Background: an optimization exercise with open tools, aiming at small area and a short achievable clock period. Do not read the settings as production practice.
Where RTL was checked, it was by simulation tests only, not by an equivalence proof against the original.
Only the layout flow was run in runs 2 and 3; the RTL was not checked for function there.
Power is estimated from default activity; no workload was simulated.

$ cat flow/run.sh
#!/bin/bash
# synth_recipe.tcl (not shown) runs the flow's synth.tcl, then flattens the netlist and writes it again
# the make line also repeats each setting of config.mk as NAME=value (left out here)
make -C /OpenROAD-flow-scripts/flow DESIGN_CONFIG=/design/flow/config.mk WORK_HOME=/design/flow/orfs CLKGATE_MAP_FILE= SYNTH_SCRIPT=/design/flow/synth_recipe.tcl finish
$ cat flow/config.mk
export PLATFORM = sky130hd
export DESIGN_NAME = processor_top
export DESIGN_NICKNAME = processor_top
export VERILOG_FILES = /design/flow/design.v
export SDC_FILE = /design/flow/constraint.sdc
export NUM_CORES = 4
export LEC_CHECK = 0
export CAP_MARGIN = 20
export CORE_MARGIN = 2
export CORE_UTILIZATION = 40
export SETUP_SLACK_MARGIN = 0.3
export SLEW_MARGIN = 20
$ cat flow/constraint.sdc
create_clock -name core_clock -period 8.0 [get_ports {clk}]
set_input_delay 1.6000 -clock core_clock [delete_from_list [all_inputs] [get_ports {clk}]]
set_output_delay 1.6000 -clock core_clock [all_outputs]
set_load 0.01 [all_outputs]
$ cat flow/design.v
`timescale 1ns/1ps
package proc_pkg;
	typedef logic [32-1:0] word_t;
	typedef logic [$clog2(16)-1:0] reg_idx_t;
	typedef enum logic [3:0] {
		OP_NOP = 4'd0,
		OP_ADDI = 4'd1,
		OP_ADD = 4'd2,
		OP_SUB = 4'd3,
		OP_AND = 4'd4,
		OP_OR = 4'd5,
		OP_XOR = 4'd6,
		OP_HALT = 4'd13,
		OP_OUT = 4'd15
	} opcode_e;
	typedef enum logic [2:0] {
		ALU_ADD = 3'd0,
		ALU_SUB = 3'd1,
		ALU_AND = 3'd2,
		ALU_OR = 3'd3,
		ALU_XOR = 3'd4
	} alu_op_e;
	typedef struct packed {
		opcode_e opcode;
		reg_idx_t ra;
		reg_idx_t rb;
		reg_idx_t rd;
		logic [15:0] unused;
	} r_fmt_t;
	typedef struct packed {
		opcode_e opcode;
		reg_idx_t ra;
		logic [3:0] unused;
		reg_idx_t rd;
		logic [15:0] imm;
	} i_fmt_t;
	typedef union packed {
		r_fmt_t r_fmt;
		i_fmt_t i_fmt;
	} instr_u;
endpackage
`timescale 1ns/1ps
module regfile (
	input logic clk,
	input logic arst_n,
	input proc_pkg::reg_idx_t ra_idx,
	input proc_pkg::reg_idx_t rb_idx,
	output proc_pkg::word_t ra_data,
	output proc_pkg::word_t rb_data,
	input logic wr_en,
	input proc_pkg::reg_idx_t wr_idx,
	input proc_pkg::word_t wr_data
);
	proc_pkg::word_t regs [16];
	logic [16-1:0] valid;
	always_ff @(posedge clk) begin
		for (int i = 1; i < 16; i++) begin
			if (wr_en && (wr_idx == i)) begin
				regs[i] <= wr_data;
			end
		end
	end
	always_ff @(posedge clk or negedge arst_n) begin
		if (!arst_n) begin
			valid <= '0;
		end else begin
			for (int i = 1; i < 16; i++) begin
				if (wr_en && (wr_idx == i)) begin
					valid[i] <= 1'b1;
				end
			end
		end
	end
	assign ra_data = valid[ra_idx] ? regs[ra_idx] : '0;
	assign rb_data = valid[rb_idx] ? regs[rb_idx] : '0;
endmodule
`timescale 1ns/1ps
module alu (
	input logic sub,
	input logic [1:0] sel,
	input proc_pkg::word_t a,
	input proc_pkg::word_t b,
	output proc_pkg::word_t y
);
	proc_pkg::word_t sum;
	assign sum = a + (b ^ {32{sub}}) + {31'b0, sub};
	always_comb begin
		case (sel)
			2'd0: y = sum;
			2'd1: y = a & b;
			2'd2: y = a | b;
			default: y = a ^ b;
		endcase
	end
endmodule
`timescale 1ns/1ps
module prog_mem (
	input logic clk,
	input logic host_we,
	input logic [$clog2(16)-1:0] host_addr,
	input proc_pkg::word_t host_wdata,
	output proc_pkg::word_t host_rdata,
	input logic [$clog2(16)-1:0] core_addr,
	output proc_pkg::word_t core_rdata
);
	proc_pkg::word_t mem [16];
	always_ff @(posedge clk) begin
		if (host_we) begin
			mem[host_addr] <= host_wdata;
		end
	end
	assign host_rdata = mem[host_addr];
	assign core_rdata = mem[core_addr];
endmodule
`timescale 1ns/1ps
module proc_core (
	input logic clk,
	input logic arst_n,
	input logic start,
	output logic [$clog2(16)-1:0] prog_core_addr,
	input proc_pkg::word_t prog_core_rdata,
	output proc_pkg::reg_idx_t rf_ra_idx,
	output proc_pkg::reg_idx_t rf_rb_idx,
	input proc_pkg::word_t rf_ra_data,
	input proc_pkg::word_t rf_rb_data,
	output logic rf_wr_en,
	output proc_pkg::reg_idx_t rf_wr_idx,
	output proc_pkg::word_t rf_wr_data,
	output logic busy,
	output logic halted,
	output logic [$clog2(16)-1:0] pc,
	output logic busy_nx,
	output logic halted_nx,
	output logic [$clog2(16)-1:0] pc_nx,
	output proc_pkg::word_t result,
	output logic result_valid
);
	localparam int PC_W = $clog2(16);
	proc_pkg::word_t ir;
	logic [3:0] op;
	logic is_arith;
	logic is_out;
	logic is_halt;
	logic sub;
	logic [1:0] sel;
	proc_pkg::word_t alu_b;
	logic [PC_W-1:0] pc_inc;
	assign op = ir[31:28];
	assign is_arith = (op >= 4'd1) && (op <= 4'd6);
	assign is_out = (op == 4'd15);
	assign is_halt = (op == 4'd13);
	assign sub = (op == 4'd3);
	always_comb begin
		case (op[2:0])
			3'd4: sel = 2'd1;
			3'd5: sel = 2'd2;
			3'd6: sel = 2'd3;
			default: sel = 2'd0;
		endcase
	end
	assign alu_b = (op == 4'd1) ? {16'b0, ir[15:0]} : rf_rb_data;
	alu u_alu (
		.sub(sub),
		.sel(sel),
		.a(rf_ra_data),
		.b(alu_b),
		.y(rf_wr_data)
	);
	assign rf_ra_idx = ir[27:24];
	assign rf_rb_idx = ir[23:20];
	assign rf_wr_idx = ir[19:16];
	assign rf_wr_en = busy && is_arith;
	assign pc_inc = pc + 1'b1;
	assign busy_nx = busy && !is_halt;
	assign halted_nx = halted || (busy && is_halt);
	assign pc_nx = busy_nx ? pc_inc : pc;
	assign prog_core_addr = busy ? pc_inc : '0;
	always_ff @(posedge clk) begin
		ir <= prog_core_rdata;
	end
	always_ff @(posedge clk or negedge arst_n) begin
		if (!arst_n) begin
			busy <= 1'b0;
			halted <= 1'b0;
			pc <= '0;
			result <= '0;
			result_valid <= 1'b0;
		end else begin
			result_valid <= busy && is_out;
			if (busy && is_out) begin
				result <= rf_ra_data;
			end
			if (busy) begin
				busy <= busy_nx;
				halted <= halted_nx;
				pc <= pc_nx;
			end else if (start) begin
				busy <= 1'b1;
				halted <= 1'b0;
				pc <= '0;
			end
		end
	end
endmodule
`timescale 1ns/1ps
module apb_host_regs (
	input logic clk,
	input logic psel,
	input logic penable,
	input logic pwrite,
	input logic [7:0] paddr,
	input proc_pkg::word_t pwdata,
	output proc_pkg::word_t prdata,
	output logic pready,
	output logic pslverr,
	output logic prog_host_we,
	output logic [$clog2(16)-1:0] prog_host_addr,
	output proc_pkg::word_t prog_host_wdata,
	input proc_pkg::word_t prog_host_rdata,
	output logic start,
	input logic busy,
	input logic busy_nx,
	input logic halted_nx,
	input logic [$clog2(16)-1:0] pc_nx,
	input proc_pkg::word_t result
);
	localparam int PC_W = $clog2(16);
	logic access;
	logic hit_ctrl;
	logic hit_status;
	logic hit_result;
	logic hit_prog;
	proc_pkg::word_t rd_nx;
	proc_pkg::word_t rd_q;
	logic err_nx;
	logic err_q;
	assign access = psel && penable;
	assign hit_ctrl = (paddr == 8'h00);
	assign hit_status = (paddr == 8'h04);
	assign hit_result = (paddr == 8'h08);
	assign hit_prog = (paddr[7:6] == 2'b01) && (paddr[1:0] == 2'b00);
	assign prog_host_addr = paddr[PC_W+1:2];
	assign prog_host_wdata = pwdata;
	assign prog_host_we = access && pwrite && hit_prog && !busy;
	assign start = access && pwrite && hit_ctrl && pwdata[0] && !busy;
	always_comb begin
		rd_nx = '0;
		if (hit_status) begin
			rd_nx[0] = busy_nx;
			rd_nx[1] = halted_nx;
			rd_nx[8 +: PC_W] = pc_nx;
		end else if (hit_result) begin
			rd_nx = result;
		end else if (hit_prog) begin
			rd_nx = prog_host_rdata;
		end
	end
	assign err_nx = !(hit_ctrl || hit_status || hit_result || hit_prog)
		|| (pwrite && (hit_status || hit_result || (hit_prog && busy_nx)));
	always_ff @(posedge clk) begin
		rd_q <= rd_nx;
		err_q <= err_nx;
	end
	assign prdata = rd_q;
	assign pslverr = err_q;
	assign pready = 1'b1;
endmodule
`timescale 1ns/1ps
module processor_top (
	input logic clk,
	input logic arst_n,
	input logic psel,
	input logic penable,
	input logic pwrite,
	input logic [7:0] paddr,
	input proc_pkg::word_t pwdata,
	output proc_pkg::word_t prdata,
	output logic pready,
	output logic pslverr,
	output proc_pkg::word_t result,
	output logic result_valid
);
	localparam int PC_W = $clog2(16);
	logic start;
	logic busy;
	logic halted;
	logic [PC_W-1:0] pc;
	logic busy_nx;
	logic halted_nx;
	logic [PC_W-1:0] pc_nx;
	proc_pkg::reg_idx_t rf_ra_idx;
	proc_pkg::reg_idx_t rf_rb_idx;
	proc_pkg::word_t rf_ra_data;
	proc_pkg::word_t rf_rb_data;
	logic rf_wr_en;
	proc_pkg::reg_idx_t rf_wr_idx;
	proc_pkg::word_t rf_wr_data;
	logic prog_host_we;
	logic [PC_W-1:0] prog_host_addr;
	proc_pkg::word_t prog_host_wdata;
	proc_pkg::word_t prog_host_rdata;
	logic [PC_W-1:0] prog_core_addr;
	proc_pkg::word_t prog_core_rdata;
	apb_host_regs u_apb_host_regs (
		.clk(clk),
		.psel(psel),
		.penable(penable),
		.pwrite(pwrite),
		.paddr(paddr),
		.pwdata(pwdata),
		.prdata(prdata),
		.pready(pready),
		.pslverr(pslverr),
		.prog_host_we(prog_host_we),
		.prog_host_addr(prog_host_addr),
		.prog_host_wdata(prog_host_wdata),
		.prog_host_rdata(prog_host_rdata),
		.start(start),
		.busy(busy),
		.busy_nx(busy_nx),
		.halted_nx(halted_nx),
		.pc_nx(pc_nx),
		.result(result)
	);
	prog_mem u_prog_mem (
		.clk(clk),
		.host_we(prog_host_we),
		.host_addr(prog_host_addr),
		.host_wdata(prog_host_wdata),
		.host_rdata(prog_host_rdata),
		.core_addr(prog_core_addr),
		.core_rdata(prog_core_rdata)
	);
	proc_core u_proc_core (
		.clk(clk),
		.arst_n(arst_n),
		.start(start),
		.prog_core_addr(prog_core_addr),
		.prog_core_rdata(prog_core_rdata),
		.rf_ra_idx(rf_ra_idx),
		.rf_rb_idx(rf_rb_idx),
		.rf_ra_data(rf_ra_data),
		.rf_rb_data(rf_rb_data),
		.rf_wr_en(rf_wr_en),
		.rf_wr_idx(rf_wr_idx),
		.rf_wr_data(rf_wr_data),
		.busy(busy),
		.halted(halted),
		.pc(pc),
		.busy_nx(busy_nx),
		.halted_nx(halted_nx),
		.pc_nx(pc_nx),
		.result(result),
		.result_valid(result_valid)
	);
	regfile u_regfile (
		.clk(clk),
		.arst_n(arst_n),
		.ra_idx(rf_ra_idx),
		.rb_idx(rf_rb_idx),
		.ra_data(rf_ra_data),
		.rb_data(rf_rb_data),
		.wr_en(rf_wr_en),
		.wr_idx(rf_wr_idx),
		.wr_data(rf_wr_data)
	);
endmodule
==> results.py, run 1 <==
metrics = {
    "run_status": {
        "outcome": "complete, no violations",
    },
    "setup_path": {
        "cp-start-kind": "register",
        "r2r_start": "u_proc_core.ir[21]$_DFF_P_",
        "r2r_cells": 21,
        "critPathMaxFanout": 19,
        "crit_type": "register to register",
        "worst-path-buf-inv": 3,
        "required_ns": 8.40,
        "r2r_setup_slack_ns": 1.09,
        "cp_top_family": "compound AO/OA/AOI/OAI gates",
        "max_stage_delay_ns": 0.86,
        "endpoint_kind": "register",
        "cpMostUsedCell": "a21o_1",
        "r2r-end": "u_regfile.regs[5][21]$_DFFE_PP_",
        "cp.depth": 21,
        "worstPathArrival_ns": 7.30,
        "path_cells": "nand2b_1, nor3b_2, buf_4, a21oi_1, nand4_1, o22ai_1, o21ai_0, xnor2_1, inv_1, ha_1, a21o_1, a21o_1, a21o_1, a21o_1, a221oi_1, buf_4, a2bb2oi_1, o2111ai_1, nand3_1, nand3_1, a21oi_1",
        "crit_slowest_cell": "nor3b_2",
    },
    "grt": {
        "grt_pass1_wl_um": 264000,
        "antenna_found_initial": 6,
        "grt_max_degree": 168,
        "grt_pass1_vias": 37200,
        "grt.total_usage_pct": 27.5,
        "grt_overflow": 0,
    },
    "pwr": {
        "switching_share_pct": 21.6,
        "power_switching_mw": 2.65,
        "p_int_mw": 9.60,
        "cellPowerDensity_nw_per_um2": 205,
        "p_comb_share_pct": 4.0,
        "power_frac_seq_pct": 51.6,
        "vdd_ir_drop_max_mv": 0.216,
        "clockPowerShare_pct": 44.4,
        "p_leak_nw": 19.5,
    },
    "cts": {
        "clk_latency_ns": 0.76,
        "cts.path.max_buffers": 3,
        "cts_made_buffers": 113,
        "postCtsSetupRepairBufs": 0,
        "cts-root-buf": "clkbuf_16",
        "cts_resized": 0,
        "clk_pin_slew_ns": 0.06,
        "cts_htree_levels": 3,
        "cts_hold_buffers": 0,
        "cts_num_sinks": 1111,
        "cts_tree": "built",
    },
    "detailed_routing": {
        "final_antenna_net_count": 0,
        "dr.pass1.iters": 10,
        "wl_um": 186000,
        "wire_per_inst_um": 32.1,
        "via_count": 38400,
        "drt_iter0_drc": 6614,
        "routed_via_density": 6.64,
        "drc": 0,
    },
    "sta": {
        "rsz0062_at_grt": "no",
        "finalClockSkew_ns": 0.0277,
        "post-route-min-period_ns": 6.91,
        "tightestPinTransition_ns": 1.18,
        "slew_violations": 0,
        "setup_slack_ns": 1.09,
        "finalSetupViolCount": 0,
        "fmax_mhz": 145,
        "maxSlewHeadroom_pct": 20.4,
        "hold_violations": 0,
        "finalCritPeriodShare_pct": 86.4,
        "fin_setup_tns_ns": 0,
    },
    "synthesis": {
        "ys.flop_type": "edfxtp_1",
        "synth_area_per_cell_um2": 13.5,
        "ys_seq_area_share_pct": 62.1,
        "synthSimpleGateAreaFrac_pct": 7.94,
        "ys_warn_count": 38,
        "netlist-cell-type-count": 85,
        "synth_top_family_by_area": "compound AO/OA/AOI/OAI gates",
        "synth_edf_count": 992,
        "ys_ff_latch": 1111,
        "synth_compound_area_share_pct": 16.1,
        "synthMuxAreaShare_pct": 7.75,
        "async_reset_ff_share_pct": 4.86,
        "synthXorXnorAreaFrac_pct": 0.922,
        "synth_fp_nets": 4014,
        "syn_inst": 3873,
        "syn-cell-area_um2": 52200,
        "synth_fa_ha_area_share_pct": 2.31,
    },
    "die": {
        "die_area_um2": 134000,
        "die_width_um": 365,
        "start_util_pct": 40.3,
        "core_region_area_um2": 130000,
        "num_rows": 132,
        "die_h_um": 365,
        "ios": 112,
    },
    "hold_path": {
        "hold_class": "register to register",
        "min_path_cells": 2,
        "min-delay-start": "u_proc_core.result[28]$_DFFE_PN0P_",
        "holdPathEnd": "u_proc_core.result[28]$_DFFE_PN0P_",
    },
    "finish": {
        "area_growth_pct": 14.4,
        "drive_above_1_share_pct": 15.0,
        "final_nets": 4080,
    },
    "placement": {
        "io_buffers": 110,
        "place_hpwl_um": 109000,
        "pre_cts_ws_ns": 1.03,
        "gp_congestion": 0.966,
    },
    "flow_run": {
        "max-cap-violations": 0,
    },
}
==> worst reg2reg max path: stages (launching register included) <==
cell       delay, ns
dfxtp_1         0.75
nand2b_1        0.37
nor3b_2         0.86
buf_4           0.38
a21oi_1         0.10
nand4_1         0.10
o22ai_1         0.10
o21ai_0         0.38
xnor2_1         0.21
inv_1           0.08
ha_1            0.22
a21o_1          0.18
a21o_1          0.18
a21o_1          0.21
a21o_1          0.19
a221oi_1        0.27
buf_4           0.19
a2bb2oi_1       0.31
o2111ai_1       0.32
nand3_1         0.18
nand3_1         0.11
a21oi_1         0.87
==> power groups by stage <==
stage	Combinational, mW	Sequential, mW	Clock [mW]
floorplan	0.289	6.43	0
global placement	0.478	6.45	0
detailed placement	0.482	6.45	0
CTS	0.483	6.32	5.48
global route	0.520	6.32	5.70
finish	0.487	6.32	5.44
==> cell usage in the layout (no fill, tap or decap), types with 64 or more instances in the layout <==
cell type	count
a31oi_1	101
buf_4	144
nor2_1	67
nand2_1	358
edfxtp_1	992
nor2b_1	135
inv_1	87
clkdlybuf4s50_1	105
dfxtp_1	64
a211oi_1	157
o21ai_0	124
clkbuf_16	118
a22oi_1	235
ha_1	95
a21oi_1	176
mux4_2	166
a22o_1	71
==> cells by family (layout without fill, tap and decap cells) <==
| family | count (synthesis) | in the layout |
|---|---|---|
| other | 1 | 4 |
| AOI/OAI and AO/OA | 1178 | 1178 |
| xor gates and xnor gates | 55 | 55 |
| DFF | 1111 | 1111 |
| adders and majority gates | 96 | 96 |
| buffers and inverters | 394 | 559 |
| muxes | 196 | 196 |
| and+or+nand+nor | 842 | 842 |
==> synth_stat cells (all sizes together), types with 4 or more instances <==
cell type | n | area (um2)
and2 | 6 | 40.0
a21o | 23 | 173
a211oi | 157 | 1180
and3b | 6 | 52.6
o21a | 4 | 30.0
a222oi | 62 | 621
nor3b | 8 | 60.1
or2 | 16 | 100
nor4b | 5 | 58.8
ha | 95 | 1190
nor3 | 32 | 160
a31oi | 102 | 638
a221o | 7 | 70.1
o221ai | 9 | 85.1
inv | 88 | 330
or3 | 9 | 56.3
dfxtp | 65 | 1300
o211ai | 18 | 135
nand3b | 6 | 45.0
xor2 | 13 | 114
nor2b | 135 | 845
nor2 | 103 | 387
mux2i | 24 | 240
xnor2 | 42 | 368
a311oi | 62 | 543
a22oi | 236 | 1780
a221oi | 43 | 383
nand3 | 57 | 285
o22ai | 41 | 257
dfrtp | 54 | 1350
buf | 56 | 257
mux2 | 6 | 71.3
edfxtp | 992 | 29800
nand4b | 5 | 43.8
nand2b | 16 | 108
o21ai | 128 | 644
a22o | 71 | 622
and3 | 14 | 87.6
o21bai | 5 | 37.5
clkbuf | 250 | 938
a21oi | 177 | 886
nand2 | 361 | 1360
and4 | 23 | 201
nand4 | 37 | 231
mux4 | 166 | 3740
==> registers in the layout, indices dropped and copies added (netlist names) <==
| name | count |
|---|---|
| u_proc_core.pc | 4 |
| u_proc_core.busy | 1 |
| u_proc_core.ir | 32 |
| u_apb_host_regs.err_q | 1 |
| u_proc_core.halted | 1 |
| u_regfile.regs | 480 |
| u_apb_host_regs.rd_q | 32 |
| u_proc_core.result | 32 |
| u_regfile.valid | 15 |
| u_prog_mem.mem | 512 |
| u_proc_core.result_valid | 1 |
==> how the worst max path moves through the flow <==
stage | from | end | slack (ns)
finish | u_proc_core.ir[21]$_DFF_P_ | u_regfile.regs[5][21]$_DFFE_PP_ | 1.09
detailed placement | u_proc_core.ir[20]$_DFF_P_ | u_regfile.regs[5][24]$_DFFE_PP_ | 1.03
floorplan | paddr[2] | u_prog_mem.mem[1][0]$_DFFE_PP_ | 2.58
global placement | u_proc_core.ir[20]$_DFF_P_ | u_regfile.regs[4][24]$_DFFE_PP_ | 1.23
CTS | u_proc_core.ir[21]$_DFF_P_ | u_regfile.regs[15][24]$_DFFE_PP_ | 0.98
global route | u_proc_core.ir[20]$_DFF_P_ | u_regfile.regs[5][21]$_DFFE_PP_ | 0.69
==> layer usage <==
layer | track usage, % | up-vias | share of wire [%]
met5 | 0 | - | 0.031
met4 | 10.8 | 8 | 4.4
met3 | 7.67 | 570 | 12
met2 | 41.6 | 2855 | 44
met1 | 37.4 | 19200 | 39
li1 | - | 15700 | -
==> area by class of cell <==
type / count / area, um2
fill: 11300 / 69900
timing repair buffer: 257 / 2240
clock buffer: 156 / 3240
inverter: 88 / 330
sequential: 1111 / 32400
clock inverter: 58 / 601
antenna: 3 / 7.51
tap: 1742 / 2180
multi-input combinational: 2368 / 18700
==> per-stage QoR <==
step	util [%]	area [um2]	total power [mW]	hold WS, ns	cells
after floorplan	-	52200	6.72	0.447	3873
after global placement	43.1	55900	6.92	0.488	5563
after detailed placement	43.1	55900	6.93	0.497	5563
after CTS	46.0	59700	12.3	0.513	5777
after global routing	46.1	59800	12.5	0.536	5780
final	46.1	59800	12.2	0.510	5783
==> inputs of run 2 (changes only) <==
--- a/flow/design.v
+++ b/flow/design.v
@@ -71,19 +71,31 @@
 			end
 		end
 	end
-	assign ra_data = valid[ra_idx] ? regs[ra_idx] : '0;
-	assign rb_data = valid[rb_idx] ? regs[rb_idx] : '0;
+	logic [16-1:0] sel_a;
+	logic [16-1:0] sel_b;
+	always_comb begin
+		ra_data = '0;
+		rb_data = '0;
+		for (int i = 1; i < 16; i++) begin
+			sel_a[i] = valid[i] && (ra_idx == i);
+			sel_b[i] = valid[i] && (rb_idx == i);
+			ra_data = ra_data | (regs[i] & {32{sel_a[i]}});
+			rb_data = rb_data | (regs[i] & {32{sel_b[i]}});
+		end
+		sel_a[0] = 1'b0;
+		sel_b[0] = 1'b0;
+	end
 endmodule
 `timescale 1ns/1ps
 module alu (
-	input logic sub,
+	input logic cin,
 	input logic [1:0] sel,
 	input proc_pkg::word_t a,
 	input proc_pkg::word_t b,
 	output proc_pkg::word_t y
 );
 	proc_pkg::word_t sum;
-	assign sum = a + (b ^ {32{sub}}) + {31'b0, sub};
+	assign sum = a + b + {31'b0, cin};
 	always_comb begin
 		case (sel)
 			2'd0: y = sum;
@@ -101,7 +113,8 @@
 	input proc_pkg::word_t host_wdata,
 	output proc_pkg::word_t host_rdata,
 	input logic [$clog2(16)-1:0] core_addr,
-	output proc_pkg::word_t core_rdata
+	output proc_pkg::word_t core_rdata,
+	output proc_pkg::word_t word0
 );
 	proc_pkg::word_t mem [16];
 	always_ff @(posedge clk) begin
@@ -109,8 +122,15 @@
 			mem[host_addr] <= host_wdata;
 		end
 	end
-	assign host_rdata = mem[host_addr];
-	assign core_rdata = mem[core_addr];
+	always_comb begin
+		host_rdata = '0;
+		core_rdata = '0;
+		for (int i = 0; i < 16; i++) begin
+			host_rdata = host_rdata | (mem[i] & {32{host_addr == i}});
+			core_rdata = core_rdata | (mem[i] & {32{core_addr == i}});
+		end
+	end
+	assign word0 = mem[0];
 endmodule
 `timescale 1ns/1ps
 module proc_core (
@@ -119,6 +139,7 @@
 	input logic start,
 	output logic [$clog2(16)-1:0] prog_core_addr,
 	input proc_pkg::word_t prog_core_rdata,
+	input proc_pkg::word_t prog_word0,
 	output proc_pkg::reg_idx_t rf_ra_idx,
 	output proc_pkg::reg_idx_t rf_rb_idx,
 	input proc_pkg::word_t rf_ra_data,
@@ -136,47 +157,69 @@
 	output logic result_valid
 );
 	localparam int PC_W = $clog2(16);
-	proc_pkg::word_t ir;
-	logic [3:0] op;
+	proc_pkg::word_t nir;
+	logic [3:0] ex_op;
+	proc_pkg::reg_idx_t ex_rd;
+	proc_pkg::word_t ex_a;
+	proc_pkg::word_t ex_b;
+	logic ex_sub;
+	proc_pkg::word_t src;
+	logic [3:0] src_op;
 	logic is_arith;
 	logic is_out;
 	logic is_halt;
-	logic sub;
 	logic [1:0] sel;
-	proc_pkg::word_t alu_b;
+	logic fwd_a;
+	logic fwd_b;
+	proc_pkg::word_t opa;
+	proc_pkg::word_t opb;
 	logic [PC_W-1:0] pc_inc;
-	assign op = ir[31:28];
-	assign is_arith = (op >= 4'd1) && (op <= 4'd6);
-	assign is_out = (op == 4'd15);
-	assign is_halt = (op == 4'd13);
-	assign sub = (op == 4'd3);
+	assign is_arith = (ex_op >= 4'd1) && (ex_op <= 4'd6);
+	assign is_out = (ex_op == 4'd15);
+	assign is_halt = (ex_op == 4'd13);
 	always_comb begin
-		case (op[2:0])
+		case (ex_op[2:0])
 			3'd4: sel = 2'd1;
 			3'd5: sel = 2'd2;
 			3'd6: sel = 2'd3;
 			default: sel = 2'd0;
 		endcase
 	end
-	assign alu_b = (op == 4'd1) ? {16'b0, ir[15:0]} : rf_rb_data;
 	alu u_alu (
-		.sub(sub),
+		.cin(ex_sub),
 		.sel(sel),
-		.a(rf_ra_data),
-		.b(alu_b),
+		.a(ex_a),
+		.b(ex_b),
 		.y(rf_wr_data)
 	);
-	assign rf_ra_idx = ir[27:24];
-	assign rf_rb_idx = ir[23:20];
-	assign rf_wr_idx = ir[19:16];
+	assign rf_wr_idx = ex_rd;
 	assign rf_wr_en = busy && is_arith;
+	assign src = busy ? nir : prog_word0;
+	assign src_op = src[31:28];
+	assign rf_ra_idx = src[27:24];
+	assign rf_rb_idx = src[23:20];
+	assign fwd_a = rf_wr_en && (ex_rd == src[27:24]) && (ex_rd != '0);
+	assign fwd_b = rf_wr_en && (ex_rd == src[23:20]) && (ex_rd != '0);
+	assign opa = fwd_a ? rf_wr_data : rf_ra_data;
+	assign opb = fwd_b ? rf_wr_data : rf_rb_data;
 	assign pc_inc = pc + 1'b1;
 	assign busy_nx = busy && !is_halt;
 	assign halted_nx = halted || (busy && is_halt);
 	assign pc_nx = busy_nx ? pc_inc : pc;
-	assign prog_core_addr = busy ? pc_inc : '0;
+	assign prog_core_addr = busy ? PC_W'(pc + 2'd2) : PC_W'(1);
 	always_ff @(posedge clk) begin
-		ir <= prog_core_rdata;
+		nir <= prog_core_rdata;
+		ex_op <= src_op;
+		ex_rd <= src[19:16];
+		ex_a <= opa;
+		if (src_op == 4'd1) begin
+			ex_b <= {16'b0, src[15:0]};
+		end else if (src_op == 4'd3) begin
+			ex_b <= ~opb;
+		end else begin
+			ex_b <= opb;
+		end
+		ex_sub <= (src_op == 4'd3);
 	end
 	always_ff @(posedge clk or negedge arst_n) begin
 		if (!arst_n) begin
@@ -188,7 +231,7 @@
 		end else begin
 			result_valid <= busy && is_out;
 			if (busy && is_out) begin
-				result <= rf_ra_data;
+				result <= ex_a;
 			end
 			if (busy) begin
 				busy <= busy_nx;
@@ -301,6 +344,7 @@
 	proc_pkg::word_t prog_host_rdata;
 	logic [PC_W-1:0] prog_core_addr;
 	proc_pkg::word_t prog_core_rdata;
+	proc_pkg::word_t prog_word0;
 	apb_host_regs u_apb_host_regs (
 		.clk(clk),
 		.psel(psel),
@@ -329,7 +373,8 @@
 		.host_wdata(prog_host_wdata),
 		.host_rdata(prog_host_rdata),
 		.core_addr(prog_core_addr),
-		.core_rdata(prog_core_rdata)
+		.core_rdata(prog_core_rdata),
+		.word0(prog_word0)
 	);
 	proc_core u_proc_core (
 		.clk(clk),
@@ -337,6 +382,7 @@
 		.start(start),
 		.prog_core_addr(prog_core_addr),
 		.prog_core_rdata(prog_core_rdata),
+		.prog_word0(prog_word0),
 		.rf_ra_idx(rf_ra_idx),
 		.rf_rb_idx(rf_rb_idx),
 		.rf_ra_data(rf_ra_data),
--- a/flow/config.mk
+++ b/flow/config.mk
@@ -8,5 +8,5 @@
 export CAP_MARGIN = 20
 export CORE_MARGIN = 2
 export CORE_UTILIZATION = 40
-export SETUP_SLACK_MARGIN = 0.3
+export SETUP_SLACK_MARGIN = 5.0
 export SLEW_MARGIN = 20
==> run 2 against run 1 <==
Effect of this change: still clean; clock power increased by about 10%; critical path depth is 7 lower; sequential cell count rose by 73; maximum frequency grew 100%; clock-buffer cell count stayed put; power is 6.0% higher.
==> results.py, run 2 <==
metrics = {
    "run_status": {
        "outcome": "complete, no violations",
    },
    "setup_path": {
        "r2r_setup_slack_ns": 4.54,
        "crit_type": "register to register",
        "endpoint_kind": "register",
        "r2r_start": "u_proc_core.ex_a[0]$_DFF_P_",
        "cp-start-kind": "register",
        "max_stage_delay_ns": 0.41,
        "critPathMaxFanout": 8,
        "cp_top_family": "buffers and inverters",
        "required_ns": 8.51,
        "path_cells": "fa_2, inv_2, fa_2, nor2b_2, o211ai_1, a21oi_2, buf_6, buf_4, buf_4, nor3b_2, xor2_1, a32o_2, clkinvlp_4, buf_6",
        "r2r-end": "u_regfile.regs[11][10]$_DFFE_PP_",
        "r2r_cells": 14,
        "worstPathArrival_ns": 3.96,
        "worst-path-buf-inv": 6,
        "crit_slowest_cell": "fa_2",
    },
    "die": {
        "num_rows": 131,
        "start_util_pct": 40.3,
        "die_area_um2": 132000,
        "ios": 112,
        "die_h_um": 363,
        "core_region_area_um2": 128000,
        "die_width_um": 363,
    },
    "synthesis": {
        "synth_fp_nets": 3869,
        "async_reset_ff_share_pct": 4.56,
        "syn_inst": 3756,
        "ys_top_cells_by_count": "edfxtp_1 (992), a22oi_1 (392), a22o_1 (254)",
        "synthTopCellsByArea": "edfxtp_1 (58%), a22oi_1 (5.7%), dfxtp_1 (5.4%)",
        "ys_seq_area_share_pct": 65.9,
        "synth_top_cell_by_area": "edfxtp_1",
        "ys.flop_type": "edfxtp_1",
        "netlist-cell-type-count": 87,
        "synth_area_per_cell_um2": 13.7,
        "synth_most_common_cell": "edfxtp_1",
        "ys_warn_count": 6,
        "synth.top_cell.area_share_pct": 57.9,
        "syn-cell-area_um2": 51500,
        "ys_ff_latch": 1184,
        "synth_edf_count": 992,
    },
    "sta": {
        "setup_slack_ns": 4.54,
        "fmax_mhz": 289,
        "maxSlewHeadroom_pct": 25.0,
        "hold_violations": 0,
        "fin_setup_tns_ns": 0,
        "finalClockSkew_ns": 0.0349,
        "finalCritPeriodShare_pct": 43.2,
        "worst_hold_slack_ns": 0.492,
        "post-route-min-period_ns": 3.46,
        "rsz0062_at_grt": "yes",
        "tightestPinTransition_ns": 1.12,
        "slew_violations": 0,
        "finalSetupViolCount": 0,
    },
    "placement": {
        "place_hpwl_um": 122000,
        "io_buffers": 110,
        "gp_congestion": 0.939,
        "pre_cts_ws_ns": 2.79,
    },
    "hold_path": {
        "min-delay-start": "u_proc_core.nir[18]$_DFF_P_",
        "hold_class": "register to register",
        "holdPathEnd": "u_proc_core.ex_rd[2]$_DFF_P_",
        "min_path_cells": 1,
    },
    "grt": {
        "top_usage_layer": "met2",
        "met3_usage_pct": 11.3,
        "grt_pass1_wl_um": 310000,
        "use_met2_pct": 49.8,
        "grt_overflow": 0,
        "met1_usage_pct": 41.5,
        "grt.total_usage_pct": 33.6,
        "grt_max_degree": 52,
        "antenna_found_initial": 16,
        "grt_pass1_vias": 40100,
    },
    "pwr": {
        "total_power_mw": 13.0,
        "cellPowerDensity_nw_per_um2": 200,
        "p_leak_nw": 22.2,
        "vdd_ir_drop_max_mv": 0.234,
        "p_comb_share_pct": 2.6,
        "power_frac_seq_pct": 51.2,
        "switching_share_pct": 21.0,
        "power_switching_mw": 2.73,
        "clockPowerShare_pct": 46.2,
        "p_int_mw": 10.3,
    },
    "cts": {
        "clk_pin_slew_ns": 0.07,
        "cts-root-buf": "clkbuf_16",
        "cts_hold_buffers": 0,
        "cts.path.max_buffers": 3,
        "cts_tree": "built",
        "cts_num_sinks": 1184,
        "cts_htree_levels": 3,
        "clk_latency_ns": 0.77,
        "cts_made_buffers": 121,
    },
    "detailed_routing": {
        "drt_iter0_drc": 8622,
        "drc": 0,
        "wire_per_inst_um": 39.1,
        "wl_um": 230000,
        "routed_via_density": 7.22,
        "final_antenna_net_count": 0,
        "dr.pass1.iters": 10,
        "via_count": 42500,
    },
    "finish": {
        "regMostFlops": "u_prog_mem.mem",
        "mostFrequentLayoutCell": "edfxtp_1",
        "final_cell_mix": "edfxtp_1 (992), a22oi_1 (391), a22o_1 (250)",
        "largest_reg_flops": 512,
        "top_regs": "u_prog_mem.mem x512, u_regfile.regs x480",
        "drive_above_1_share_pct": 28.2,
        "final_nets": 4223,
        "area_growth_pct": 26.4,
    },
    "flow_run": {
        "max-cap-violations": 0,
    },
}
run 2: worst max path at each step:
stage                                            from                               end  slack, ns  depth (start not counted)
after detailed placement                     paddr[1]   u_prog_mem.mem[4][18]$_DFFE_PP_       2.79                          8
after global routing      u_proc_core.ex_a[0]$_DFF_P_  u_regfile.regs[11][10]$_DFFE_PP_       4.56                         14
final                     u_proc_core.ex_a[0]$_DFF_P_  u_regfile.regs[11][10]$_DFFE_PP_       4.54                         14
after floorplan                              paddr[1]   u_prog_mem.mem[11][0]$_DFFE_PP_       3.91                          6
after global placement                       paddr[1]   u_prog_mem.mem[4][18]$_DFFE_PP_       2.76                          8
after CTS                 u_proc_core.ex_a[0]$_DFF_P_   u_regfile.regs[4][28]$_DFFE_PP_       4.75                         13
run 2: worst reg2reg max path: cells and delay by family (launching register included):
| family | cells | cell delay, ns |
|---|---|---|
| AOI/OAI and AO/OA | 3 | 0.81 |
| xor gates and xnor gates | 1 | 0.22 |
| adders and majority gates | 2 | 0.63 |
| and+or+nand+nor | 2 | 0.27 |
| buffers and inverters | 6 | 0.89 |
| DFF | 1 | 0.37 |
run 2: routing by layer:
metal / vias up / wire, um
met3: 1080 / 34600
met4: 24 / 18600
met1: 20800 / 78200
met2: 4173 / 98700
met5: - / 175
li1: 16400 / -
run 2: power by group through the flow:
stage / Clock (mW) / Combinational (mW) / Sequential, mW
floorplan: 0 / 0.141 / 6.78
global placement: 0 / 0.264 / 6.79
detailed placement: 0 / 0.266 / 6.79
CTS: 6.00 / 0.313 / 6.65
global route: 6.25 / 0.346 / 6.65
finish: 6.00 / 0.338 / 6.65
run 2: what timing repair did:
action | 4_1_cts | 5_1_grt
cloned | 22 | 12
setup endpoints to repair | 1562 | 698
resized for setup | 731 | 153
setup buffers | 182 | 61
pin swaps | 113 | 59
run 2: stage by stage:
stage / cells / area [um2] / utilization [%]
floorplan: 3756 / 53200 / -
global placement: 5371 / 55900 / 43.8
detailed placement: 5372 / 56000 / 43.8
CTS: 5807 / 63800 / 49.9
global route: 5880 / 65100 / 51.0
finish: 5883 / 65100 / 51.0
run 2: logic make-up (layout without fill, tap and decap cells):
kind of cell / count (synthesis) / count (layout) / share of synthesized area, %
AOI/OAI and AO/OA: 1327 / 1327 / 20.4
DFF: 1184 / 1184 / 65.9
and+or+nand+nor: 663 / 664 / 6.70
buffers and inverters: 400 / 861 / 3.12
muxes: 86 / 86 / 1.79
adders and majority gates: 68 / 68 / 1.68
xor gates and xnor gates: 27 / 27 / 0.459
other: 1 / 4 / 0.00728
run 2: layout make-up:
class                   instances  area [um2]
clock buffers                 156        3330
clock inverters                75         862
repair inverters                7        50.0
multi-input cells            2173       18600
well taps                    1662        2080
flip-flops and latches       1184       34100
repair buffers                507        5590
fillers                     10500       62600
inverters                     116         502
diodes                          3        7.51
==> inputs of run 3 (changes only) <==
--- a/flow/config.mk
+++ b/flow/config.mk
@@ -8,5 +8,5 @@
 export CAP_MARGIN = 20
 export CORE_MARGIN = 2
 export CORE_UTILIZATION = 40
-export SETUP_SLACK_MARGIN = 5.0
+export SETUP_SLACK_MARGIN = 4.0
 export SLEW_MARGIN = 20
==> run 3 against run 2 <==
Effect of this change: synthesized cell count is the same; largest power group unchanged; maximum frequency shrank 14%; non-clock buffer count shrank 254; die area is the same; sequential share of layout area grew 4.7 points; power shrank 2.2%; sequential cell count is the same.
==> results.py, run 3 <==
metrics = {
    "run_status": {
        "outcome": "complete, no violations",
    },
    "hold_path": {
        "min-delay-start": "u_regfile.valid[13]$_DFFE_PN0P_",
        "hold_class": "register to register",
        "holdPathEnd": "u_regfile.valid[13]$_DFFE_PN0P_",
        "min_path_cells": 2,
    },
    "setup_path": {
        "required_ns": 8.63,
        "worstPathArrival_ns": 4.63,
        "r2r-end": "u_proc_core.ex_b[13]$_DFF_P_",
        "cp_top_family": "simple AND/OR/NAND/NOR gates",
        "max_stage_delay_ns": 0.63,
        "r2r_start": "u_proc_core.busy$_DFF_PN0_",
        "crit_slowest_cell": "dfrtp_4",
        "crit_type": "register to register",
        "path_cells": "buf_12, or3b_2, nand2_1, buf_4, and3_1, buf_6, a222oi_1, and3_1, nand4_1, o21a_1, nand2_1, a22o_1",
        "cp-start-kind": "register",
        "r2r_cells": 12,
        "critPathMaxFanout": 27,
        "r2r_setup_slack_ns": 4.00,
        "worst-path-buf-inv": 3,
        "endpoint_kind": "register",
    },
    "synthesis": {
        "synth_most_common_cell": "edfxtp_1",
        "ys_ff_latch": 1184,
        "ys.flop_type": "edfxtp_1",
        "synthTopCellsByArea": "edfxtp_1 (58%), a22oi_1 (5.7%), dfxtp_1 (5.4%)",
        "synth.top_cell.area_share_pct": 57.9,
        "synth_fp_nets": 3869,
        "synth_top_cell_by_area": "edfxtp_1",
        "synth_edf_count": 992,
        "netlist-cell-type-count": 87,
        "ys_seq_area_share_pct": 65.9,
        "ys_top_cells_by_count": "edfxtp_1 (992), a22oi_1 (392), a22o_1 (254)",
        "syn-cell-area_um2": 51500,
        "synth_area_per_cell_um2": 13.7,
        "syn_inst": 3756,
        "ys_warn_count": 6,
        "async_reset_ff_share_pct": 4.56,
    },
    "detailed_routing": {
        "drc": 0,
        "wl_um": 214000,
        "dr.pass1.iters": 9,
        "drt_iter0_drc": 8755,
        "wire_per_inst_um": 38.2,
        "final_antenna_net_count": 0,
        "routed_via_density": 7.30,
        "via_count": 41000,
    },
    "sta": {
        "finalCritPeriodShare_pct": 49.9,
        "fmax_mhz": 250,
        "rsz0062_at_grt": "no",
        "hold_violations": 0,
        "maxSlewHeadroom_pct": 31.2,
        "finalClockSkew_ns": 0.0296,
        "post-route-min-period_ns": 4.00,
        "finalSetupViolCount": 0,
        "slew_violations": 0,
        "fin_setup_tns_ns": 0,
        "tightestPinTransition_ns": 1.03,
        "worst_hold_slack_ns": 0.483,
    },
    "finish": {
        "largest_reg_flops": 512,
        "regMostFlops": "u_prog_mem.mem",
        "final.fill_count": 11000,
        "drive_above_1_share_pct": 13.5,
        "area_growth_pct": 15.6,
        "final_cell_mix": "edfxtp_1 (992), a22oi_1 (392), a22o_1 (254)",
        "final_nets": 3956,
        "top_regs": "u_prog_mem.mem x512, u_regfile.regs x480",
        "mostFrequentLayoutCell": "edfxtp_1",
    },
    "die": {
        "num_rows": 131,
        "start_util_pct": 40.3,
        "die_width_um": 363,
        "die_area_um2": 132000,
        "ios": 112,
        "core_region_area_um2": 128000,
        "die_h_um": 363,
    },
    "cts": {
        "cts_hold_buffers": 0,
        "cts.path.max_buffers": 3,
        "cts_made_buffers": 115,
        "cts-root-buf": "clkbuf_16",
        "clk_latency_ns": 0.75,
        "cts_tree": "built",
        "clk_pin_slew_ns": 0.06,
        "cts_htree_levels": 3,
        "cts_num_sinks": 1184,
    },
    "grt": {
        "antenna_found_initial": 16,
        "grt_pass1_wl_um": 294000,
        "grt_pass1_vias": 38200,
        "grt.total_usage_pct": 31.6,
        "grt_overflow": 0,
        "grt_max_degree": 60,
    },
    "placement": {
        "io_buffers": 110,
        "place_hpwl_um": 118000,
        "gp_congestion": 0.928,
    },
    "pwr": {
        "p_leak_nw": 19.9,
        "cellPowerDensity_nw_per_um2": 213,
        "total_power_mw": 12.7,
        "vdd_ir_drop_max_mv": 0.177,
    },
    "flow_run": {
        "max-cap-violations": 0,
    },
}
[run 3: worst max-delay path by stage]
stage / from / to / slack [ns] / cells past startpoint
floorplan: paddr[1] / u_prog_mem.mem[12][0]$_DFFE_PP_ / 3.32 / 5
global placement: paddr[3] / u_apb_host_regs.rd_q[0]$_DFF_P_ / 2.31 / 8
detailed placement: paddr[3] / u_apb_host_regs.rd_q[1]$_DFF_P_ / 2.33 / 8
CTS: u_proc_core.busy$_DFF_PN0_ / u_proc_core.ex_b[12]$_DFF_P_ / 4.01 / 9
global route: u_proc_core.ex_a[5]$_DFF_P_ / u_regfile.regs[2][28]$_DFFE_PP_ / 4.02 / 11
finish: u_proc_core.busy$_DFF_PN0_ / u_proc_core.ex_b[13]$_DFF_P_ / 4.00 / 12
[run 3: cell type report]
type / instances / area [um2] / share of cell area, %
clock buffers: 162 / 3390 / 5.70
clock inverters: 55 / 684 / 1.15
flip-flops and latches: 1184 / 33900 / 57.0
inverters: 116 / 435 / 0.732
repair buffers: 253 / 2230 / 3.74
well taps: 1662 / 2080 / 3.50
multi-input cells: 2173 / 16700 / 28.2
diodes: 5 / 12.5 / 0.0210
[run 3: cells by family after synthesis]
group | synth area share [%]
AO/OA/AOI/OAI | 20.4
flip-flops | 65.9
AND/OR/NAND/NOR | 6.70
buffers and inverters | 3.12
multiplexers | 1.79
adder cells (fa/ha/maj) | 1.68
XOR/XNOR | 0.459
other | 0.00728
[run 3: what timing repair did]
| item | 4_1_cts | 5_1_grt |
|---|---|---|
| pin swaps | 10 | 3 |
| buffers inserted | 17 | 5 |
| resized for setup | 19 | 17 |
| setup endpoints to repair | 207 | 133 |
| cloned | 1 | 0 |
[run 3: metrics by stage]
step / setup slack [ns] / utilization [%] / area (um2) / cells
2_1_floorplan: 3.32 / - / 51600 / 3756
5_1_grt: 4.02 / 46.6 / 59500 / 5606
3_5_place_dp: 2.33 / 43.1 / 55100 / 5365
3_3_place_gp: 2.31 / 43.1 / 55100 / 5365
6_report: 4.00 / 46.6 / 59500 / 5610
4_1_cts: 4.01 / 46.5 / 59400 / 5600
[run 3: routing by layer]
metal	up-vias	global-route usage (%)	wire length (um)
met3	970	10.4	32000
met1	20100	40.4	74800
li1	15800	-	-
met4	13	16.5	14100
met2	4100	47.8	93100
met5	-	0.296	138
[run 3: where the power goes]
group,leakage [nW],switching (mW),internal (mW)
registers,10.9,0.0103,6.64
logic,7.00,0.166,0.0757
clock network,2.00,2.39,3.41
[run 3: worst min-delay path, stage by stage, from the launching register on]
cell and delay, ns:
dfrtp_1 0.34, inv_1 0.05, o21ai_0 0.06
==> inputs of run 4 (changes only) <==
--- a/flow/design.v
+++ b/flow/design.v
@@ -114,7 +114,8 @@
 	output proc_pkg::word_t host_rdata,
 	input logic [$clog2(16)-1:0] core_addr,
 	output proc_pkg::word_t core_rdata,
-	output proc_pkg::word_t word0
+	output proc_pkg::word_t word0,
+	output proc_pkg::word_t word1
 );
 	proc_pkg::word_t mem [16];
 	always_ff @(posedge clk) begin
@@ -131,6 +132,7 @@
 		end
 	end
 	assign word0 = mem[0];
+	assign word1 = mem[1];
 endmodule
 `timescale 1ns/1ps
 module proc_core (
@@ -140,6 +142,8 @@
 	output logic [$clog2(16)-1:0] prog_core_addr,
 	input proc_pkg::word_t prog_core_rdata,
 	input proc_pkg::word_t prog_word0,
+	input proc_pkg::word_t prog_word1,
+	input logic access,
 	output proc_pkg::reg_idx_t rf_ra_idx,
 	output proc_pkg::reg_idx_t rf_rb_idx,
 	input proc_pkg::word_t rf_ra_data,
@@ -194,7 +198,7 @@
 	);
 	assign rf_wr_idx = ex_rd;
 	assign rf_wr_en = busy && is_arith;
-	assign src = busy ? nir : prog_word0;
+	assign src = nir;
 	assign src_op = src[31:28];
 	assign rf_ra_idx = src[27:24];
 	assign rf_rb_idx = src[23:20];
@@ -206,9 +210,15 @@
 	assign busy_nx = busy && !is_halt;
 	assign halted_nx = halted || (busy && is_halt);
 	assign pc_nx = busy_nx ? pc_inc : pc;
-	assign prog_core_addr = busy ? PC_W'(pc + 2'd2) : PC_W'(1);
+	assign prog_core_addr = PC_W'(pc + 2'd2);
 	always_ff @(posedge clk) begin
-		nir <= prog_core_rdata;
+		if (busy_nx) begin
+			nir <= prog_core_rdata;
+		end else if (access) begin
+			nir <= prog_word1;
+		end else begin
+			nir <= prog_word0;
+		end
 		ex_op <= src_op;
 		ex_rd <= src[19:16];
 		ex_a <= opa;
@@ -345,6 +355,7 @@
 	logic [PC_W-1:0] prog_core_addr;
 	proc_pkg::word_t prog_core_rdata;
 	proc_pkg::word_t prog_word0;
+	proc_pkg::word_t prog_word1;
 	apb_host_regs u_apb_host_regs (
 		.clk(clk),
 		.psel(psel),
@@ -374,7 +385,8 @@
 		.host_rdata(prog_host_rdata),
 		.core_addr(prog_core_addr),
 		.core_rdata(prog_core_rdata),
-		.word0(prog_word0)
+		.word0(prog_word0),
+		.word1(prog_word1)
 	);
 	proc_core u_proc_core (
 		.clk(clk),
@@ -383,6 +395,8 @@
 		.prog_core_addr(prog_core_addr),
 		.prog_core_rdata(prog_core_rdata),
 		.prog_word0(prog_word0),
+		.prog_word1(prog_word1),
+		.access(psel && penable),
 		.rf_ra_idx(rf_ra_idx),
 		.rf_rb_idx(rf_rb_idx),
 		.rf_ra_data(rf_ra_data),
--- a/flow/config.mk
+++ b/flow/config.mk
@@ -5,8 +5,12 @@
 export SDC_FILE = /design/flow/constraint.sdc
 export NUM_CORES = 4
 export LEC_CHECK = 0
+export ABC_AREA = 1
 export CAP_MARGIN = 20
 export CORE_MARGIN = 2
-export CORE_UTILIZATION = 40
-export SETUP_SLACK_MARGIN = 4.0
+export CORE_UTILIZATION = 60
+export CTS_BUF_LIST = sky130_fd_sc_hd__clkbuf_16
+export CTS_CLUSTER_DIAMETER = 100
+export CTS_CLUSTER_SIZE = 25
+export SETUP_SLACK_MARGIN = 5.0
 export SLEW_MARGIN = 20
==> run 4 against run 3 <==
Effect of this change: still clean; combinational power grew to 29 times the previous value; first-iteration DRC count grew 6.8%; clock skew grew 0.020 ns; register-to-register slack gained 0.85 ns; clock-buffer cell count shrank 107; maximum frequency grew 27%; power grew 45%.
==> results.py, run 4 <==
metrics = {
    "run_status": {
        "outcome": "complete, no violations",
    },
    "sta": {
        "hold_violations": 0,
        "rsz0062_at_grt": "yes",
        "fmax_mhz": 318,
        "finalSetupViolCount": 0,
        "maxSlewHeadroom_pct": 24.2,
        "slew_violations": 0,
        "tightestPinTransition_ns": 1.13,
        "post-route-min-period_ns": 3.14,
        "fin_setup_tns_ns": 0,
        "finalCritPeriodShare_pct": 39.3,
        "finalClockSkew_ns": 0.0498,
    },
    "setup_path": {
        "max_stage_delay_ns": 0.45,
        "worstPathArrival_ns": 3.71,
        "required_ns": 8.57,
        "cp-start-kind": "register",
        "crit_type": "register to register",
        "cpMostUsedCell": "nand2_1",
        "crit_slowest_cell": "dfxtp_1",
        "critPathMaxFanout": 17,
        "endpoint_kind": "register",
        "path_cells": "inv_1, nand2_1, inv_1, nand2_1, buf_4, inv_1, buf_4, nand2_1, nand2_1, a221oi_1, o2111ai_1, nand2_1, o21ai_0",
        "r2r_cells": 13,
    },
    "synthesis": {
        "synth_top_cell_by_area": "edfxtp_1",
        "syn-cell-area_um2": 54500,
        "synth_most_common_cell": "nand2_1",
        "synth_edf_count": 992,
        "synthTopCellsByArea": "edfxtp_1 (55%), nand2_1 (9.1%), inv_1 (5.2%)",
        "ys.flop_type": "edfxtp_1",
        "synth.top_cell.area_share_pct": 54.6,
        "ys_seq_area_share_pct": 62.2,
        "synth_fp_nets": 5548,
        "ys_warn_count": 6,
        "synth_area_per_cell_um2": 10.0,
        "ys_ff_latch": 1184,
        "syn_inst": 5432,
        "netlist-cell-type-count": 62,
        "ys_top_cells_by_count": "nand2_1 (1315), edfxtp_1 (992), inv_1 (755)",
        "async_reset_ff_share_pct": 4.56,
    },
    "placement": {
        "gp_congestion": 0.999,
        "place_hpwl_um": 147000,
        "io_buffers": 110,
    },
    "die": {
        "core_region_area_um2": 90000,
        "num_rows": 110,
        "ios": 112,
        "start_util_pct": 60.6,
        "die_area_um2": 93300,
        "die_width_um": 305,
        "die_h_um": 305,
    },
    "cts": {
        "cts_htree_levels": 2,
        "cts_tree": "built",
        "cts-root-buf": "clkbuf_16",
        "cts_num_sinks": 1184,
        "cts_made_buffers": 54,
        "clk_latency_ns": 0.74,
        "cts_hold_buffers": 0,
        "cts.path.max_buffers": 3,
        "clk_pin_slew_ns": 0.10,
    },
    "finish": {
        "drive_above_1_share_pct": 11.2,
        "regMostFlops": "u_prog_mem.mem",
        "largest_reg_flops": 512,
        "top_regs": "u_prog_mem.mem x512, u_regfile.regs x480",
        "area_growth_pct": 12.8,
        "final_cell_mix": "nand2_1 (1295), edfxtp_1 (992), inv_1 (756)",
        "mostFrequentLayoutCell": "nand2_1",
        "final_nets": 5774,
        "fin_util_pct": 68.4,
    },
    "flow_run": {
        "max-cap-violations": 0,
    },
    "grt": {
        "grt_max_degree": 58,
        "grt_pass1_vias": 45500,
        "grt_overflow": 0,
        "grt.total_usage_pct": 49.4,
        "grt_pass1_wl_um": 324000,
        "antenna_found_initial": 13,
    },
    "detailed_routing": {
        "final_antenna_net_count": 0,
        "drc": 0,
        "wl_um": 234000,
        "dr.pass1.iters": 14,
        "via_count": 47700,
        "wire_per_inst_um": 34.0,
        "drt_iter0_drc": 9354,
        "routed_via_density": 6.93,
    },
    "pwr": {
        "vdd_ir_drop_max_mv": 0.231,
        "p_leak_nw": 23.6,
        "cellPowerDensity_nw_per_um2": 299,
    },
    "hold_path": {
        "hold_class": "register to register",
        "min_path_cells": 0,
    },
}
==> run 4: cell types whose count changed after synthesis, sizes merged, moves of 67 or more <==
cell and delta:
clkbuf -85, nand2 +1200, a211oi +67, a22oi -371
nand3 +108, inv +665, a222oi -85, a221oi -122
o21ai +244, a22o -229, o22ai +177, nor2 +219
==> run 4: path summary, 6_finish.rpt <==
path                                             startpoint                                 end  slack, ns
min in group asynchronous                            arst_n  u_proc_core.result[22]$_DFFE_PN0P_       0.99
worst max-delay path            u_proc_core.nir[24]$_DFF_P_        u_proc_core.ex_a[17]$_DFF_P_       4.86
worst min-delay path            u_proc_core.nir[17]$_DFF_P_        u_proc_core.ex_rd[1]$_DFF_P_       0.34
max in group asynchronous                            arst_n  u_proc_core.result[10]$_DFFE_PN0P_       6.44
worst min register to register  u_proc_core.nir[17]$_DFF_P_        u_proc_core.ex_rd[1]$_DFF_P_       0.34
worst max register to register  u_proc_core.nir[24]$_DFF_P_        u_proc_core.ex_a[17]$_DFF_P_       4.86
==> run 4: area by class of cell <==
class,count,area (um2)
tap,1176,1470
clock buffer,55,1380
inverter,790,3130
sequential,1184,34000
timing repair inverter,2,15.0
antenna,11,27.5
clock inverter,46,209
timing repair buffer,373,3790
multi-input combinational,3253,17500
fill,6911,28500
==> run 4: critical path: cells and delay by family, from the launching register on <==
kind	cells	cell delay, ns
AOI/OAI and AO/OA	3	0.71
buffers and inverters	5	1.14
DFF	1	0.45
and+or+nand+nor	5	0.68
==> run 4: repair_timing <==
item                       4_1_cts  5_1_grt
pin swaps                       31       14
resized for setup              418      115
hold endpoints to repair         0        0
buffers inserted               108       20
setup endpoints to repair     1005      424
gates cloned                     7        3
==> run 4: kinds of logic (layout without fill, tap and decap cells) <==
group,after synthesis,count (layout),share of synthesized area [%]
xor gates and xnor gates,5,5,0.0803
muxes,4,4,0.0826
buffers and inverters,996,1266,7.11
DFF,1184,1184,62.2
other,1,12,0.00688
AOI/OAI and AO/OA,1081,1081,12.9
adders and majority gates,71,71,1.66
and+or+nand+nor,2090,2091,16.0
==> run 4: metrics by stage <==
| step | cells | setup slack [ns] | cell area (um2) | hold slack, ns | power [mW] |
|---|---|---|---|---|---|
| final | 6890 | 4.86 | 61500 | 0.336 | 18.4 |
| after global routing | 6882 | 4.90 | 61500 | 0.352 | 18.8 |
| after CTS | 6856 | 4.99 | 61000 | 0.337 | 17.8 |
| after detailed placement | 6640 | 2.85 | 57600 | 0.314 | 14.5 |
| after global placement | 6638 | 2.91 | 57500 | 0.310 | 14.5 |
| after floorplan | 5432 | 4.52 | 54700 | 0.310 | 11.5 |
==> run 4: per-layer routing <==
metal,up-vias,track usage [%],wire length (um)
met4,20,44.7,26400
met2,4633,72.8,98600
met3,1348,15.9,36200
li1,19500,-,-
met1,22300,57.9,72500
met5,-,0,205
==> run 4: power breakdown <==
part	switching [mW]	total (mW)	internal, mW
sequential	0.409	8.24	7.83
combinational	5.22	6.94	1.72
clock	1.98	3.25	1.27
total	7.61	18.4	10.8
==> inputs of run 5 (changes only) <==
--- a/flow/design.v
+++ b/flow/design.v
@@ -94,14 +94,37 @@
 	input proc_pkg::word_t b,
 	output proc_pkg::word_t y
 );
+	proc_pkg::word_t p;
+	proc_pkg::word_t g;
+	proc_pkg::word_t c;
 	proc_pkg::word_t sum;
-	assign sum = a + b + {31'b0, cin};
+	logic [31:0] gg [6];
+	logic [31:0] pp [6];
+	assign p = a ^ b;
+	assign g = a & b;
+	always_comb begin
+		gg[0] = g;
+		pp[0] = p;
+		gg[0][0] = g[0] | (p[0] & cin);
+		for (int l = 0; l < 5; l++) begin
+			gg[l+1] = gg[l];
+			pp[l+1] = pp[l];
+			for (int i = 0; i < 32; i++) begin
+				if (((i >> l) & 1) == 1) begin
+					gg[l+1][i] = gg[l][i] | (pp[l][i] & gg[l][((i >> l) << l) - 1]);
+					pp[l+1][i] = pp[l][i] & pp[l][((i >> l) << l) - 1];
+				end
+			end
+		end
+		c = {gg[5][30:0], cin};
+	end
+	assign sum = p ^ c;
 	always_comb begin
 		case (sel)
 			2'd0: y = sum;
-			2'd1: y = a & b;
-			2'd2: y = a | b;
-			default: y = a ^ b;
+			2'd1: y = g;
+			2'd2: y = p | g;
+			default: y = p;
 		endcase
 	end
 endmodule
==> run 5 against run 4 <==
Effect of this change: still clean on timing, DRC and antenna; synthesized cell count fell by 3.6%; synthesized area fell by 0.95%; critical path depth fell by 1; clock-buffer cell count fell by 2; power fell by 6.0%; maximum frequency fell by 0.34%; sequential cell count did not move.
==> results.py, run 5 <==
metrics = {
    "synthesis": {
        "synth_most_common_cell": "nand2_1",
        "synthTopCellsByArea": "edfxtp_1 (55%), nand2_1 (7.8%), dfxtp_1 (5.1%)",
        "synth_top_cell_by_area": "edfxtp_1",
        "synthSimpleGateAreaFrac_pct": 15.3,
        "async_reset_ff_share_pct": 4.56,
        "ys_top_cells_by_count": "nand2_1 (1122), edfxtp_1 (992), inv_1 (715)",
        "ys_warn_count": 8,
        "synth_top_family_by_area": "simple AND/OR/NAND/NOR gates",
        "synth_edf_count": 992,
        "synth_fa_ha_area_share_pct": 1.82,
        "synth_compound_area_share_pct": 13.0,
        "netlist-cell-type-count": 63,
        "ys_seq_area_share_pct": 62.8,
        "synth.top_cell.area_share_pct": 55.1,
        "syn_inst": 5239,
        "syn-cell-area_um2": 54000,
        "synthMuxAreaShare_pct": 0,
        "synth_fp_nets": 5359,
        "ys.flop_type": "edfxtp_1",
        "ys_ff_latch": 1184,
        "synthXorXnorAreaFrac_pct": 0.0973,
        "synth_area_per_cell_um2": 10.3,
    },
    "detailed_routing": {
        "wire_per_inst_um": 34.8,
        "drc": 0,
        "via_count": 46600,
        "drt_iter0_drc": 8732,
        "routed_via_density": 6.97,
        "final_antenna_net_count": 0,
        "wl_um": 233000,
        "dr.pass1.iters": 9,
    },
    "grt": {
        "grt_max_degree": 56,
        "grt_pass1_vias": 43400,
        "grt.total_usage_pct": 49.4,
        "grt_overflow": 0,
        "grt_pass1_wl_um": 320000,
        "antenna_found_initial": 19,
    },
    "setup_path": {
        "required_ns": 8.53,
        "worstPathArrival_ns": 3.69,
        "critPathMaxFanout": 29,
        "endpoint_kind": "register",
        "crit_type": "register to register",
        "cp-start-kind": "register",
    },
    "finish": {
        "top_regs": "u_prog_mem.mem x512, u_regfile.regs x480",
        "drive_above_1_share_pct": 11.4,
        "fin_util_pct": 67.7,
        "final_nets": 5564,
        "mostFrequentLayoutCell": "nand2_1",
        "regMostFlops": "u_prog_mem.mem",
        "stdcell_count": 6679,
        "seqCellArea_um2": 34000,
        "final_cell_mix": "nand2_1 (1104), edfxtp_1 (992), inv_1 (723)",
        "largest_reg_flops": 512,
        "area_growth_pct": 12.4,
        "multi_input_area_um2": 17100,
        "final.fill_count": 6827,
    },
    "placement": {
        "io_buffers": 110,
        "place_hpwl_um": 144000,
        "placed_cells": 6449,
        "gp_congestion": 1.02,
        "pre_cts_ws_ns": 3.03,
    },
    "die": {
        "start_util_pct": 60.3,
        "num_rows": 110,
        "die_area_um2": 92400,
        "die_width_um": 304,
        "core_region_area_um2": 89600,
        "die_h_um": 304,
        "ios": 112,
    },
    "cts": {
        "cts_tree": "built",
        "cts_made_buffers": 53,
        "clk_pin_slew_ns": 0.11,
        "cts-root-buf": "clkbuf_16",
        "cts_num_sinks": 1184,
        "cts.path.max_buffers": 3,
        "clk_latency_ns": 0.72,
        "cts_htree_levels": 2,
    },
    "sta": {
        "tightestPinTransition_ns": 1.01,
        "hold_violations": 0,
        "fin_setup_tns_ns": 0,
        "maxSlewHeadroom_pct": 32.6,
        "finalClockSkew_ns": 0.0367,
        "rsz0062_at_grt": "yes",
        "setup_slack_ns": 4.85,
        "finalSetupViolCount": 0,
        "slew_violations": 0,
        "finalCritPeriodShare_pct": 39.4,
        "worst_hold_slack_ns": 0.338,
        "fmax_mhz": 317,
        "post-route-min-period_ns": 3.15,
    },
    "pwr": {
        "switching_share_pct": 39.8,
        "power_switching_mw": 6.88,
        "cellPowerDensity_nw_per_um2": 285,
        "power_frac_seq_pct": 46.2,
        "vdd_ir_drop_max_mv": 0.249,
        "p_comb_share_pct": 35.3,
        "p_int_mw": 10.4,
        "p_leak_nw": 23.0,
        "clockPowerShare_pct": 18.6,
    },
    "flow_run": {
        "max-cap-violations": 0,
    },
    "hold_path": {
        "hold_class": "register to register",
    },
    "run_status": {
        "outcome": "complete, no violations",
    },
}
run 5: metal layers:
metal  part of all wire (%)  GRT usage [%]  routed length, um
met2                     42           72.9              98500
met4                     12           45.3              27400
met3                     14           15.0              33700
met5                  0.028              0                 66
met1                     31           58.3              73000
run 5: cells by family after synthesis:
group | Yosys count
xor gates and xnor gates | 6
DFF | 1184
adders and majority gates | 75
AOI/OAI and AO/OA | 1082
and+or+nand+nor | 1928
buffers and inverters | 963
other | 1
run 5: timing repair:
item | in CTS | in global routing
resized for setup | 399 | 117
cloned | 6 | 2
pin swaps | 19 | 19
endpoints found under the hold margin | 0 | 0
setup endpoints to repair | 1255 | 677
hold buffers | 0 | 0
buffers inserted | 73 | 35
run 5: cell type report:
cell class | instances | share of cell area (%)
clock buffer | 53 | 2.19
multi-input combinational | 3093 | 28.2
inverter | 759 | 4.97
clock inverter | 47 | 0.361
antenna | 14 | 0.0577
tap | 1176 | 2.42
sequential | 1184 | 56.0
timing repair buffer | 353 | 5.72
run 5: power groups by stage:
stage / clock network [mW] / logic [mW] / registers (mW)
finish: 3.21 / 6.10 / 8.00
global route: 3.39 / 6.23 / 8.02
CTS: 3.18 / 5.53 / 7.98
detailed placement: 0 / 5.33 / 8.13
global placement: 0 / 5.28 / 8.13
floorplan: 0 / 2.81 / 7.99
run 5: worst paths after layout:
kind / start / endpoint / slack [ns] / cells after the start
max: u_proc_core.pc[1]$_DFFE_PN0P_ / u_proc_core.nir[8]$_DFF_P_ / 4.85 / 12
min: u_proc_core.nir[18]$_DFF_P_ / u_proc_core.ex_rd[2]$_DFF_P_ / 0.34 / 0
max reg2reg: u_proc_core.pc[1]$_DFFE_PN0P_ / u_proc_core.nir[8]$_DFF_P_ / 4.85 / 12
min reg2reg: u_proc_core.nir[18]$_DFF_P_ / u_proc_core.ex_rd[2]$_DFF_P_ / 0.34 / 0
max in group asynchronous: arst_n / u_proc_core.result[11]$_DFFE_PN0P_ / 6.32 / 2
min in group asynchronous: arst_n / u_regfile.valid[4]$_DFFE_PN0P_ / 0.99 / 2
run 5: metrics by stage:
step / cell area [um2] / power, mW
final: 60700 / 17.3
after global routing: 60700 / 17.6
after CTS: 60000 / 16.7
after detailed placement: 56900 / 13.5
after global placement: 56900 / 13.4
after floorplan: 54200 / 10.8
run 5: worst max-delay path, stage by stage (launching register included):
cell	delay, ns
dfrtp_1	0.44
inv_1	0.13
ha_1	0.18
buf_6	0.44
inv_1	0.11
nor2_2	0.14
buf_6	0.35
inv_4	0.26
o21ai_0	0.21
a21oi_1	0.06
nand3_1	0.11
nor2_1	0.04
nor2_1	0.48

-- what the ideal ports hide --
In the flow no input, the clock included, has a driving cell. The finished layouts below were timed again as built, in two steps.
Step 1: set_driving_cell puts a clkbuf_16 on clk and a buf_2 on each other input, an assumption about the parent block.
Step 2 moves the port delays by t, midway between the first and last clock arrival at a register: inputs arrive t later, outputs are due t later. That takes back most of the time a late clock gives input paths.
Three values: ideal, step 1, step 2; two values: the first two.
run | t (ns) | slack for setup (ns) | worst hold slack (ns) | worst setup path after step 2 | cell pins on the clock port's net
run 1 | 0.822 | 1.091 / 1.091 / 1.091 | 0.510 / 0.510 / 0.510 | register to register | 1
run 2 | 0.837 | 4.544 / 4.544 / 4.120 | 0.492 / 0.492 / 0.492 | input to register | 1
run 3 | 0.814 | 4.005 / 4.005 / 3.321 | 0.483 / 0.483 / 0.483 | input to register | 1
run 4 | 0.784 | 4.859 / 4.859 / 4.233 | 0.336 / 0.336 / 0.336 | input to register | 1
run 5 | 0.772 | 4.849 / 4.849 / 4.256 | 0.338 / 0.338 / 0.338 | input to register | 1
After both steps every run listed still meets setup and hold. The setup slack of run 3, which loses most, moves by 0.000 ns with the drivers and by -0.684 ns with both steps.
